Background: an optimization exercise with open tools, aiming at small area. Do not read the settings as production practice. In this exercise RTL edits were held to simulation tests only and were not proved equivalent to the original. Power figures rest on the tool's default switching activity, not on a simulated workload.

## config.mk

```make
export PLATFORM = sky130hd
export DESIGN_NAME = icape2_responder
export DESIGN_NICKNAME = icape2_responder
export VERILOG_FILES = /design/flow/design.v
export SDC_FILE = /design/flow/constraint.sdc
export NUM_CORES = 4
export LEC_CHECK = 0
export CAP_MARGIN = 20
export CORE_MARGIN = 2
export CORE_UTILIZATION = 40
export SLEW_MARGIN = 20
```

## design.v

```verilog
`default_nettype none
module icape2_responder #(
    parameter logic [31:0] IDCODE   = 32'h0362D093,
    parameter int unsigned READ_LAT = 3
) (
    input  logic        i_clk,
    input  logic        i_reset,
    input  logic        i_csib,
    input  logic        i_rdwrb,
    input  logic [31:0] i_data,
    output logic [31:0] o_data,
    output logic        o_synced,
    output logic        o_iprog,
    output logic [31:0] o_wbstar,
    output logic        o_err
);
    localparam logic [31:0] c_SYNC        = 32'hAA995566;
    localparam logic [31:0] c_DUMMY       = 32'hFFFFFFFF;
    localparam logic [31:0] c_CMD_IPROG   = 32'h0000000F;
    localparam logic [31:0] c_CMD_DESYNC  = 32'h0000000D;
    localparam logic [4:0]  c_ADDR_CMD    = 5'h04;
    localparam logic [4:0]  c_ADDR_STAT   = 5'h07;
    localparam logic [4:0]  c_ADDR_IDCODE = 5'h0C;
    localparam logic [4:0]  c_ADDR_WBSTAR = 5'h10;
    localparam logic [2:0] S_UNSYNC = 3'd0;
    localparam logic [2:0] S_HDR    = 3'd1;
    localparam logic [2:0] S_WR     = 3'd2;
    localparam logic [2:0] S_RD0    = 3'd4;
    localparam logic [2:0] S_RD1    = 3'd5;
    localparam logic [2:0] S_RD2    = 3'd6;
    function automatic logic [31:0] f_swap(input logic [31:0] d);
        logic [31:0] s;
        for (int b = 0; b < 4; b++) begin
            for (int k = 0; k < 8; k++) begin
                s[8*b+k] = d[8*b+7-k];
            end
        end
        f_swap = s;
    endfunction
    logic [2:0]  r_state;
    logic [31:0] r_regs [0:31];
    logic [4:0]  r_addr;
    logic [26:0] r_count;
    logic        r_rdwrb_q;
    logic        r_have_t1;
    logic [31:0] w_word;
    logic        w_wr, w_rd, w_abort;
    logic        w_is_t1, w_is_t2, w_pkt_ok, w_ignore;
    logic [1:0]  w_op;
    logic [26:0] w_pkt_cnt;
    logic        w_cnt_nz;
    logic        w_unsync, w_hdr, w_wrst, w_rdst;
    logic        w_hdr_go;
    logic        w_ld_rd, w_ld_wr;
    logic        w_wr_word, w_rd_data;
    logic        w_cnt_last;
    logic        w_cmd_iprog, w_cmd_desync;
    logic        w_ones;
    logic [31:0] w_we;
    logic [31:0] w_wdata;
    logic [31:0] w_sel;
    logic [31:0] w_rd_raw;
    assign w_word    = f_swap(i_data);
    assign w_wr      = !i_csib && !i_rdwrb;
    assign w_rd      = !i_csib &&  i_rdwrb;
    assign w_unsync  = (r_state == S_UNSYNC);
    assign w_hdr     = (r_state == S_HDR);
    assign w_wrst    = (r_state == S_WR);
    assign w_rdst    = r_state[2];
    assign w_abort   = !i_csib && (i_rdwrb != r_rdwrb_q) && !w_unsync;
    assign w_is_t1   = (w_word[31:29] == 3'b001);
    assign w_is_t2   = (w_word[31:29] == 3'b010);
    assign w_op      = w_word[28:27];
    assign w_pkt_cnt = w_is_t1 ? {16'd0, w_word[10:0]} : w_word[26:0];
    assign w_cnt_nz  = (w_pkt_cnt != '0);
    assign w_ignore  = (w_word == c_DUMMY) || (w_word == c_SYNC);
    assign w_pkt_ok  = w_is_t1 || (w_is_t2 && r_have_t1);
    assign w_hdr_go  = !w_abort && w_hdr && w_wr && !w_ignore;
    assign w_ld_rd   = w_hdr_go && w_pkt_ok && (w_op == 2'b01) && w_cnt_nz;
    assign w_ld_wr   = w_hdr_go && w_pkt_ok && (w_op == 2'b10) && w_cnt_nz;
    assign w_wr_word = !w_abort && w_wrst && w_wr;
    assign w_rd_data = !w_abort && (r_state == S_RD2) && w_rd;
    assign w_cnt_last   = (r_count == 27'd1);
    assign w_cmd_iprog  = (r_addr == c_ADDR_CMD) && (w_word == c_CMD_IPROG);
    assign w_cmd_desync = (r_addr == c_ADDR_CMD) && (w_word == c_CMD_DESYNC);
    assign w_ones    = w_ld_rd || (w_unsync && w_rd);
    assign o_synced  = !w_unsync;
    assign o_wbstar  = f_swap(r_regs[c_ADDR_WBSTAR]);
    always_ff @(posedge i_clk) begin
        if (i_reset) begin
            r_state   <= S_UNSYNC;
            r_addr    <= '0;
            r_rdwrb_q <= 1'b0;
            r_have_t1 <= 1'b0;
            o_iprog   <= 1'b0;
            o_err     <= 1'b0;
        end else begin
            o_iprog   <= w_wr_word && w_cmd_iprog;
            r_rdwrb_q <= i_rdwrb;
            if (w_hdr_go && w_is_t1) begin
                r_have_t1 <= 1'b1;
                r_addr    <= w_word[17:13];
            end
            if (w_abort || (w_hdr_go && (!w_pkt_ok || w_op == 2'b11))) begin
                o_err <= 1'b1;
            end
            if (w_abort) begin
                r_state <= S_HDR;
            end else begin
                case (r_state)
                    S_UNSYNC: if (w_wr && w_word == c_SYNC) r_state <= S_HDR;
                    S_HDR: begin
                        if (w_ld_rd)      r_state <= S_RD0;
                        else if (w_ld_wr) r_state <= S_WR;
                    end
                    S_WR: begin
                        if (w_wr) begin
                            if (w_cmd_desync)    r_state <= S_UNSYNC;
                            else if (w_cnt_last) r_state <= S_HDR;
                        end
                    end
                    S_RD0: if (w_rd) r_state <= S_RD1;
                    S_RD1: if (w_rd) r_state <= S_RD2;
                    S_RD2: if (w_rd && w_cnt_last) r_state <= S_HDR;
                    default: r_state <= S_UNSYNC;
                endcase
            end
        end
    end
    always_ff @(posedge i_clk) begin
        if (w_ld_rd || w_ld_wr) begin
            r_count <= w_pkt_cnt;
        end else if (w_wr_word || w_rd_data) begin
            r_count <= r_count - 27'd1;
        end
    end
    assign w_wdata = i_data & {32{!i_reset}};
    always_comb begin
        for (int i = 0; i < 32; i++) begin
            w_we[i]  = i_reset || (w_wr_word && r_addr == 5'(i));
            w_sel[i] = (r_addr == 5'(i));
        end
    end
    always_ff @(posedge i_clk) begin
        for (int i = 0; i < 32; i++) begin
            if (i != c_ADDR_IDCODE && i != c_ADDR_STAT) begin
                if (w_we[i]) begin
                    r_regs[i] <= w_wdata;
                end
            end
        end
    end
    always_comb begin
        w_rd_raw = f_swap(IDCODE) & {32{w_sel[c_ADDR_IDCODE]}};
        w_rd_raw = w_rd_raw | (f_swap(32'd1) & {32{w_sel[c_ADDR_STAT]}});
        for (int i = 0; i < 32; i++) begin
            if (i != c_ADDR_IDCODE && i != c_ADDR_STAT) begin
                w_rd_raw = w_rd_raw | (r_regs[i] & {32{w_sel[i]}});
            end
        end
    end
    always_ff @(posedge i_clk) begin
        if (i_reset || w_ones || w_rd_data) begin
            o_data <= (w_ones ? 32'hFFFFFFFF : w_rd_raw) & {32{!i_reset}};
        end
    end
endmodule
`default_nettype wire
```

## constraint.sdc

```tcl
create_clock -name core_clock -period 10.0 [get_ports {i_clk}]
set_input_delay 2.0000 -clock core_clock [delete_from_list [all_inputs] [get_ports {i_clk}]]
set_output_delay 2.0000 -clock core_clock [all_outputs]
set_load 0.01 [all_outputs]
```

## run.sh

```bash
#!/bin/bash
# synth_recipe.tcl (not shown) runs the flow's synth.tcl, then flattens the netlist and writes it again
# the make line also repeats each setting of config.mk as NAME=value (left out here)
make -C /OpenROAD-flow-scripts/flow DESIGN_CONFIG=/design/flow/config.mk WORK_HOME=/design/flow/orfs CLKGATE_MAP_FILE= SYNTH_SCRIPT=/design/flow/synth_recipe.tcl finish
```

==> results.txt <==
==> sequential cells by signal (all words and copies together), names as in the netlist <==
signal / cells
r_regs: 960
o_data: 32
r_count: 27
r_addr: 5
r_state: 3
o_err: 1
o_iprog: 1
r_have_t1: 1
r_rdwrb_q: 1
==> worst max-delay path: stages <==
cell and delay (ns):
clkdlybuf4s50_1 0.52, or4_4 0.58, or3_4 0.38, a311o_1 0.40
a21oi_4 0.14, buf_4 0.45, o21a_1 0.93, a31oi_1 0.19
==> synthesized netlist by cell type (2+ instances only) <==
cell type | instances | share of area, %
a2111oi_0 | 5 | 0.11
a21o_1 | 29 | 0.56
a21oi_1 | 12 | 0.16
a22oi_1 | 468 | 9.1
a31oi_1 | 31 | 0.50
and2_1 | 5 | 0.081
and3_1 | 10 | 0.16
buf_2 | 3 | 0.039
clkbuf_1 | 123 | 1.2
dfxtp_1 | 12 | 0.62
edfxtp_1 | 1019 | 79
ha_1 | 2 | 0.065
inv_1 | 8 | 0.078
mux2_2 | 5 | 0.15
mux2i_1 | 6 | 0.16
nand2_1 | 153 | 1.5
nand2b_1 | 8 | 0.13
nand3_1 | 46 | 0.60
nand3b_1 | 4 | 0.078
nand4_1 | 51 | 0.83
nor2_1 | 63 | 0.61
nor2b_1 | 42 | 0.68
nor3_1 | 54 | 0.70
nor3b_1 | 3 | 0.058
nor4_1 | 27 | 0.44
o211ai_1 | 4 | 0.078
o21a_1 | 3 | 0.058
o21ai_0 | 25 | 0.32
o31ai_1 | 3 | 0.058
o41ai_1 | 4 | 0.091
or2_2 | 2 | 0.032
or3_1 | 6 | 0.097
or3b_2 | 3 | 0.068
or4_1 | 7 | 0.14
xnor2_1 | 14 | 0.32
xor2_1 | 9 | 0.20
==> metal layers <==
layer  global-route usage, %  share of wire [%]  routed length, um
met5                       0              0.021                 27
met4                    9.95                4.0               5180
met3                    5.05                 11              14100
met2                    41.8                 47              61300
met1                    35.3                 38              49600
==> kinds of logic (layout without fill, tap and decap cells) <==
family                     Yosys count  after routing
xor gates and xnor gates            23             23
DFF                               1031           1031
adders and majority gates            2              2
muxes                               11             11
AOI/OAI and AO/OA                  595            595
buffers and inverters              135            390
and+or+nand+nor                    492            492
==> through the flow <==
step                      total power [mW]  utilization, %  std cells  instance area (um^2)
after floorplan                       5.42               -       2289                 38500
after global placement                5.68            43.8       3619                 41700
after detailed placement              5.70            43.8       3620                 41800
after CTS                             9.32            47.2       3809                 44900
after global routing                  9.53            47.2       3809                 44900
final                                 9.30            47.2       3809                 44900
==> power by group through the flow <==
| stage | sequential (mW) | combinational, mW | clock [mW] |
|---|---|---|---|
| after floorplan | 5.28 | 0.131 | 0 |
| after global routing | 5.26 | 0.394 | 3.88 |
| after global placement | 5.31 | 0.372 | 0 |
| after detailed placement | 5.32 | 0.379 | 0 |
| after CTS | 5.23 | 0.379 | 3.71 |
| final | 5.23 | 0.383 | 3.68 |
==> final timing paths <==
check                   from             end  slack (ns)  cells past startpoint
hold reg to reg    r_have_t1       r_have_t1        0.48                      2
setup reg to reg   r_addr[4]  r_regs[20][18]        6.20                      5
hold / removal     r_have_t1       r_have_t1        0.48                      2
setup / recovery  i_data[14]      o_data[31]        4.74                      8
==> final cells by class <==
type | instances | share of cell area (%)
Clock buffer | 128 | 5.94
Sequential cell | 1031 | 68.6
Tap cell | 1265 | 3.52
Multi-Input combinational cell | 1123 | 16.9
Inverter | 8 | 0.0668
Timing Repair Buffer | 193 | 3.83
Clock inverter | 61 | 1.14
==> results.yml <==
synthesis:
  postSynth.topFlopCell: "edfxtp_1"
  post_synthesis_mux_area_share_pct: 0.302
  synth.distinct_cells: 56
  synth_sequential_area_ratio_pct: 80.0
  synthesis.yosys.warnings: 2
  post_synth.cell_area_avg_um2: 16.8
  fraction_of_registers_with_async_set_or_reset_after_synthesis_pct: 0
  synth_cells: 2289
  synth-compound-area-share_pct: 11.4
  synth-edff-count: 1019
  synth_seq_cells: 1031
  synth_adder_area_share_pct: 0.0649
  mappedNetlistNets: 2327
  dominant_combinational_cell_family_by_area_after_synthesis: "compound AO/OA/AOI/OAI gates"
  post_synthesis_instance_area_um2: 38500
  simple_gate_portion_of_the_synthesized_area_pct: 6.41
  post_synth_xor_xnor_area_pct: 0.523
worst_setup_path:
  worst_setup_path_start_kind: "input port"
  timing.critical_path.to_type: "flop"
  cp_data_required_time_ns: 10.34
  worst-setup-path-type: "input port to flop"
  cp_data_arrival_time_ns: 5.59
  critical_path_peak_fanout: 22
power_and_ir_drop:
  sw_frac_of_total_pct: 22.1
  ir_drop_v: 0.000149
  clkPwrFrac_pct: 39.6
  cellPowerDensity_nw_per_um2: 207
  internal_portion_of_total_power_mw: 7.25
  power.static_leakage_nw: 14.9
  power_switching_mw: 2.05
  combPwrFrac_pct: 4.1
  seq_power_share_pct: 56.3
routing:
  dr.pass1.iters: 5
  drt_wl_total_um: 130000
  1st_iter_drt_viols: 3987
  dr_total_vias: 23900
  wl_per_cell_um: 34.2
  final_antenna_net_count: 0
  drc: 0
  via_per_inst: 6.29
cells_and_area:
  areaGrowthSynthToFinish_pct: 16.6
  antenna_cells: 0
  fillers: 8097
  nets: 2497
  sequential_cell_area_um2: 30800
  multi_input_area_um2: 7590
  layout_common_cells: "edfxtp_1 (1019), a22oi_1 (468), nand2_1 (152)"
  layout-drive-gt1-share_pct: 13.4
  layout_commonest_cell: "edfxtp_1"
clock_tree:
  cts_tree: "yes"
  cts_hold_repair.buffers: 0
  post-cts-setup-buffers: 0
  cts.repair.resized: 0
  cts_inserted_buffers: 102
  clkSinkCount: 1031
  cts_max_path_buffers: 3
  ctsRootBufferMaster: "clkbuf_16"
  clock_insertion_delay_worst_skew_ns: 0.69
  clk_pin_slew_ns: 0.06
  cts_htree_levels: 3
run:
  max_cap_viol_count: 0
sta:
  final_setup_fails: 0
  finClkSkew_ns: 0.0480
  final_slew_viol_count: 0
  timing.final.crit_share_pct: 52.6
  max_slew_margin_pct: 24.6
  finalHoldViolCount: 0
  tightest_slew_ns: 1.13
  maxClockFrequency_mhz: 190
  min_setup_slack_post_route_ns: 4.74
  timing.final.crit_period_ns: 5.26
  totalNegativeSetupSlack_ns: 0
  final.hold.worst_slack_ns: 0.476
  setup_repair_after_global_routing_missed_its_margin: "false"
floorplanning:
  floorplan.initialDensity_pct: 40.4
  placementRows: 113
  core-area_um2: 95300
  overall_die_width_um: 314
  dieHeight_um: 314
  ios: 103
  dieArea_um2: 98900
global_route:
  grt_overflow_total: 0
  antenna_found_initial: 1
  global_route.usage.total_pct: 26.0
  grt_start_max_net_pins: 63
  first_pass_grt_wire_length_um: 181000
  vias_in_the_first_global_route: 23200
placed_design:
  weighted_congestion_reported_at_the_end_of_routability_driven_placement: 0.871
  dpl.hpwl_um: 72700
  port-buffer-count: 102
  dpl_worst_slack_ns: 4.19
worst_hold_path:
  worstHoldPathType: "flop to flop"
outcome:
  status: "no timing/DRC/antenna violations"

-- port drivers added, routing unchanged --
The flow's constraints put no driver on any port. The routed layout listed below was extracted and timed again, unchanged, in two steps.
Step 1 (the two cells are an assumption about what drives the block):
set clk [get_ports {i_clk}]
set_driving_cell -lib_cell sky130_fd_sc_hd__clkbuf_16 $clk
set_driving_cell -lib_cell sky130_fd_sc_hd__buf_2 [delete_from_list [all_inputs] $clk]
Step 2 also shifts input and output timing later by t, the mid clock arrival at the registers, as if the neighbouring blocks saw the same clock.
Three values: ideal, step 1, step 2; two values: the first two.
t (ns): 0.727
setup WS [ns]: 4.743 / 4.787 / 4.060
latest minus earliest clock arrival (ns): 0.052 / 0.052
cell pins on the clock port's net: 1
After both steps this run still meets setup and hold. The setup slack of this run moves by +0.044 ns with the drivers and by -0.683 ns with both steps.
